What follows belongs to an exercise in optimizing a design on an open flow for small area and a short achievable clock period; a production flow would make more cautious choices.
At most, simulation tests tie the RTL to the original design; equivalence was not proved.

## main
## mul_div_unit
module mul_div_unit #(
   parameter int MULT_CYCLES = 5,
   parameter int DIV_CYCLES  = 10
) (
   input  logic        clk,
   input  logic        reset,
   input  logic [2:0]  op,
   input  logic        start,
   input  logic [31:0] rs_data,
   input  logic [31:0] rt_data,
   output logic        busy,
   output logic        done,
   output logic [31:0] hi,
   output logic [31:0] lo
);
   localparam logic [2:0] OP_MULT  = 3'd1;
   localparam logic [2:0] OP_MULTU = 3'd2;
   localparam logic [2:0] OP_DIV   = 3'd3;
   localparam logic [2:0] OP_DIVU  = 3'd4;
   localparam logic [2:0] OP_MTHI  = 3'd5;
   localparam logic [2:0] OP_MTLO  = 3'd6;
   localparam int ROWS = 3;
   localparam int W    = 35;
   logic [3:0]  count;
   logic        isdiv;     
   logic        sg;        
   logic        sa;        
   logic        yp;        
   logic [31:0] x;         
   logic [31:0] b;         
   logic [32:0] a;         
   logic is_muldiv;
   assign is_muldiv = start && (op >= OP_MULT) && (op <= OP_DIVU);
   assign busy      = is_muldiv || (count != 4'd0);
   wire launch = (count == 4'd0) && is_muldiv;
   wire last   = (count == 4'd1);
   wire        op_div = op[2] | (op[1] & op[0]);
   wire        op_sg  = (op == OP_MULT) | (op == OP_DIV);
   wire        dv     = launch ? op_div : isdiv;
   wire        sge    = launch ? op_sg : sg;
   wire [31:0] xv     = launch ? rt_data : x;
   wire [31:0] bv     = launch ? rs_data : b;
   wire        ype    = ~launch & yp;
   wire [32:0] av     = launch ? {33{op_div & op_sg & rs_data[31]}} : a;
   wire        x32    = sge & xv[31];
   wire [W:0]  xe     = {{(W-31){x32}}, xv, 1'b0};    
   wire        dlast  = isdiv & last;                  
   logic [W-1:0] bin [ROWS];
   logic [W-1:0] pp  [ROWS];
   logic [W-1:0] s   [ROWS];
   logic [W:0]   c   [ROWS];
   logic         one [ROWS];
  ...
Settings: LEC_CHECK=0, CAP_MARGIN=0, CORE_MARGIN=2, CORE_UTILIZATION=45, CTS_BUF_LIST=sky130_fd_sc_hd__clkbuf_8, PLACE_DENSITY=0.6, SLEW_MARGIN=0; clock period 260.0 ns.
standard.sh (not shown) runs the stock make flow with config.mk's settings and CLKGATE_MAP_FILE= SYNTH_SCRIPT=/design/flow/synth_recipe.tcl, a recipe that flattens the netlist after the stock synthesis.
==> flow/flow/run.sh <==
#!/bin/bash
set -o pipefail
export BUFFER_PORTS_ARGS="-buffer_cell sky130_fd_sc_hd__buf_1"
bash standard.sh > standard.log 2>&1
Edits applied to the flow inputs when going from main to the feature branch:
==> flow/flow/run.sh <==
#!/bin/bash
# The standard layout (standard.sh), with two changes:
#  * synthesis maps the logic with an area-oriented ABC script (flow/abc_area.script)
#    instead of ORFS's speed script; everything else in the synthesis is the standard flow's own
#    synth_recipe.tcl, so the registers and their names are the standard synthesis's;
#  * the port buffers are the smallest plain buffer (sky130_fd_sc_hd__buf_1).
# Output of the whole run goes to standard.log; ORFS keeps each step's log in orfs/logs.
set -eo pipefail
here=$(pwd)
export BUFFER_PORTS_ARGS="-buffer_cell sky130_fd_sc_hd__buf_1"
export MY_ABC_SCRIPT="$here/flow/abc_area.script"
{
  echo 'proc abc {args} { set i [lsearch -exact $args -script]; if {$i >= 0} { lset args [expr {$i + 1}] $::env(MY_ABC_SCRIPT) }; yosys abc {*}$args }'
  cat synth_recipe.tcl
} > flow_synth.tcl
sed "s#SYNTH_SCRIPT=[^ ]*#SYNTH_SCRIPT=$here/flow_synth.tcl#" standard.sh > flow_standard.sh
bash flow_standard.sh > standard.log 2>&1
==> flow/flow/abc_area.script (new file) <==
strash
dch -f
amap -F 5 -A 10
topo
[summary]
- For the feature branch, the destination of the critical timing path was lo[30]$_DFF_P_, unlike main, where it was lo[1]$_DFF_P_.
- For the post-route worst setup slack, the feature branch came in 1.90 ns lower than main did.
- Relative to main, share of the clock period used by the worst path has gone up in the feature branch.
- On number of antenna violations at the first check in global routing, main and the feature branch are neck and neck.
- For total overflow reported by the global router, the feature branch and main come out practically identical.
Function was not checked in any run of this note: the RTL went through the layout flow alone.

---

Another version of the RTL of mul_div_unit (not shown whole).
Size: about 1300 cells after synthesis, about 170 flip-flops, ~11000 um2 of cells after synthesis.
==> flow/config.mk <==
export PLATFORM = sky130hd
export DESIGN_NAME = mul_div_unit
export DESIGN_NICKNAME = mul_div_unit
export VERILOG_FILES = /design/flow/design.v
export SDC_FILE = /design/flow/constraint.sdc
export NUM_CORES = 4
export LEC_CHECK = 0
export CAP_MARGIN = 0
export CORE_MARGIN = 2
export CORE_UTILIZATION = 45
export CTS_BUF_LIST = sky130_fd_sc_hd__clkbuf_8 sky130_fd_sc_hd__clkbuf_16
export PLACE_DENSITY = 0.6
export SLEW_MARGIN = 0
==> flow/constraint.sdc <==
create_clock -name core_clock -period 260.0 [get_ports {clk}]
set_input_delay 52.0000 -clock core_clock [delete_from_list [all_inputs] [get_ports {clk}]]
set_output_delay 52.0000 -clock core_clock [all_outputs]
set_load 0.01 [all_outputs]
==> flow/flow/run.sh <==
#!/bin/bash
# The standard layout (standard.sh), with two changes:
#  * synthesis maps the logic with an area-oriented ABC script (flow/abc_area.script)
#    instead of ORFS's speed script; everything else in the synthesis is the standard flow's own
#    synth_recipe.tcl, so the registers and their names are the standard synthesis's;
#  * the port buffers are the smallest plain buffer (sky130_fd_sc_hd__buf_1).
# Output of the whole run goes to standard.log; ORFS keeps each step's log in orfs/logs.
set -eo pipefail
here=$(pwd)
export BUFFER_PORTS_ARGS="-buffer_cell sky130_fd_sc_hd__buf_1"
export MY_ABC_SCRIPT="$here/flow/abc_area.script"
{
  echo 'proc abc {args} { set i [lsearch -exact $args -script]; if {$i >= 0} { lset args [expr {$i + 1}] $::env(MY_ABC_SCRIPT) }; yosys abc {*}$args }'
  cat synth_recipe.tcl
} > flow_synth.tcl
sed "s#SYNTH_SCRIPT=[^ ]*#SYNTH_SCRIPT=$here/flow_synth.tcl#" standard.sh > flow_standard.sh
bash flow_standard.sh > standard.log 2>&1
==> flow/flow/abc_area.script <==
strash
ifraig
dc2
dc2
dch -f
amap -F 5 -A 10
topo
The baseline passed the timing, design-rule and antenna checks.
Rerun with:
==> flow/flow/abc_area.script (replaced) <==
strash
dch -f
amap -F 5 -A 10
topo
- CORE_UTILIZATION: 45 -> 35
- CTS_BUF_LIST: sky130_fd_sc_hd__clkbuf_8 sky130_fd_sc_hd__clkbuf_16 -> sky130_fd_sc_hd__clkbuf_8
- CTS_CLUSTER_SIZE: not set -> 10
Worst setup slack improves by 2.1 ns.
Routed wire length rises by a little under a tenth.
Via count rises by a few percent.
First-iteration DRC count rises by a few percent.
Global-route usage falls by 5.3 points.

---

Setup of run 1:
mul_div_unit again, from the RTL that the note above started with.
clock: 260.0 ns
lec_check: 0
cap_margin: 0
core_margin: 2
core_utilization: 45
cts_buf_list: sky130_fd_sc_hd__clkbuf_8
cts_cluster_size: 10
place_density: 0.6
slew_margin: 0
==> flow/flow/abc_area.script <==
strash
dch -f
amap -F 5 -A 10
topo
Scripts as last shown in full above: flow/flow/run.sh
## Diff of input files: run 2 against run 1
- a deleted CTS_BUF_LIST that had been sky130_fd_sc_hd__clkbuf_8
- a deleted CTS_CLUSTER_SIZE that had been 10
==> flow/flow/run.sh <==
#!/bin/bash
set -o pipefail
export BUFFER_PORTS_ARGS="-buffer_cell sky130_fd_sc_hd__buf_1"
bash standard.sh > standard.log 2>&1
removed: flow/flow/abc_area.script
### Flow results
- Summary of run 2 over run 1: minimum clock period after layout went up 0.22 ns.
- Between run 2 and run 1, the average wire length per cell after detail routing is lower for run 2.
- Compared with run 1, run 2 improves wire length of the first global-routing pass.
- The final reports for run 2 and run 1 show total track usage lower in the former.
- Against run 1, via count in run 2 fell by a few percent.
[inputs] run 3 vs run 2
- CTS_CLUSTER_SIZE now 10, previously not set
- CORE_UTILIZATION now 35, was 45
- CTS_BUF_LIST now sky130_fd_sc_hd__clkbuf_8, previously not set
==> flow/flow/run.sh <==
#!/bin/bash
# The standard layout (standard.sh), with two changes:
#  * synthesis maps the logic with an area-oriented ABC script (flow/abc_area.script)
#    instead of ORFS's speed script; everything else in the synthesis is the standard flow's own
#    synth_recipe.tcl, so the registers and their names are the standard synthesis's;
#  * the port buffers are the smallest plain buffer (sky130_fd_sc_hd__buf_1).
# Output of the whole run goes to standard.log; ORFS keeps each step's log in orfs/logs.
set -eo pipefail
here=$(pwd)
export BUFFER_PORTS_ARGS="-buffer_cell sky130_fd_sc_hd__buf_1"
export MY_ABC_SCRIPT="$here/flow/abc_area.script"
{
  echo 'proc abc {args} { set i [lsearch -exact $args -script]; if {$i >= 0} { lset args [expr {$i + 1}] $::env(MY_ABC_SCRIPT) }; yosys abc {*}$args }'
  cat synth_recipe.tcl
} > flow_synth.tcl
sed "s#SYNTH_SCRIPT=[^ ]*#SYNTH_SCRIPT=$here/flow_synth.tcl#" standard.sh > flow_standard.sh
bash flow_standard.sh > standard.log 2>&1
==> flow/flow/abc_area.script (new file) <==
strash
ifraig
dc2
dc2
dch -f
amap -m -F 5 -A 10
topo
Run 2 → run 3: number of standard cells in the layout, taps in and fillers out -0.80%. Area growth from synthesis to final layout delta for run 3 relative to run 2: 3.7 points higher. Taking run 3 over run 2, the number of library cell types mapped by synthesis ratio works out to 0.54. Compared with run 2, run 3 shows a final critical-path setup slack that is 1.42 ns lower.
Modified inputs, run 4 compared to run 3
- CORE_UTILIZATION now 55, was 35
==> flow/flow/abc_area.script <==
strash
dch -f
amap -F 5 -A 10
topo
Results
From run 3 to run 4 the numbers moved as follows: placed cell area picked up an extra 1.4%; synthesized-area fraction occupied by xor and xnor cells neither gained nor lost much.
NOTE: worst setup slack in run 4 exceeds that of run 3
In run 4, fraction of area in registers is lower than in run 3.
Relative to run 3, the final design area excluding fillers measured on run 4 has increased slightly.
In run 4, the cell count came out 43 below the value in run 3.
| smallest hold slack | higher: run 3 |
In run 4, the setup slack of the worst register-to-register path came out 1.59 ns above the value in run 3.
Input-level comparison between run 5 and run 4:
- a change of CORE_UTILIZATION from 55 to 35
==> flow/flow/abc_area.script <==
strash
ifraig
dc2
dc2
dch -f
amap -F 5 -A 10
topo
==> comparison <==
Run 5 vs run 4 — via count of the first global-routing pass dropped by a few percent. Row count (lower): run 4. Run 5 — hold slack 0.060 ns higher, run 4 as reference. Run 4: no failed stages, no open violations at the end. Every stage of the flow completed for run 5, and the final layout passed the timing, design-rule and antenna checks. Lower routed wire length was reported by run 5, not run 4. Taking run 4 as the reference, in run 5 layout overhead on the synthesized area moved up, core outline area picked up an extra 52%. Number of well taps in run 5 is 47% higher than in run 4. Diff run 4 -> run 5: cell area after synthesis saw a decrease.

==> port drivers added, routing unchanged <==
In the flow no input, the clock included, has a driving cell. The finished layouts below were timed again as built, in two steps. Step 1: set_driving_cell puts a clkbuf_16 on clk and a buf_2 on each other input, an assumption about the parent block. Step 2 times the ports against the registers' clock, not the clock port: input delays grow and output delays shrink by t, the midpoint of the rising clock arrivals with the driver on. Slacks: no drivers / after step 1 / after step 2; pairs: no drivers / after step 1.
| run | t, ns | slack for setup (ns) | worst setup path at the end |
|---|---|---|---|
| main | 0.540 | 154.514 / 154.534 / 153.995 | input to register |
| the feature branch | 0.521 | 152.614 / 152.635 / 152.114 | input to register |
| the first run of note 2 | 0.490 | 152.659 / 152.686 / 152.196 | input to register |
| the second run of note 2 | 0.549 | 154.806 / 154.736 / 154.736 | input to output |
| run 1 | 0.530 | 155.074 / 155.052 / 154.665 | input to register |
| run 2 | 0.500 | 154.855 / 154.805 / 154.805 | input to output |
| run 3 | 0.544 | 153.434 / 153.436 / 152.892 | input to register |
| run 4 | 0.520 | 154.948 / 154.974 / 154.453 | input to register |
| run 5 | 0.528 | 152.321 / 152.329 / 151.802 | input to register |
After both steps setup and hold are still met in every run listed. The setup slack of run 3, which loses most, moves by +0.002 ns with the drivers and by -0.542 ns with both steps.
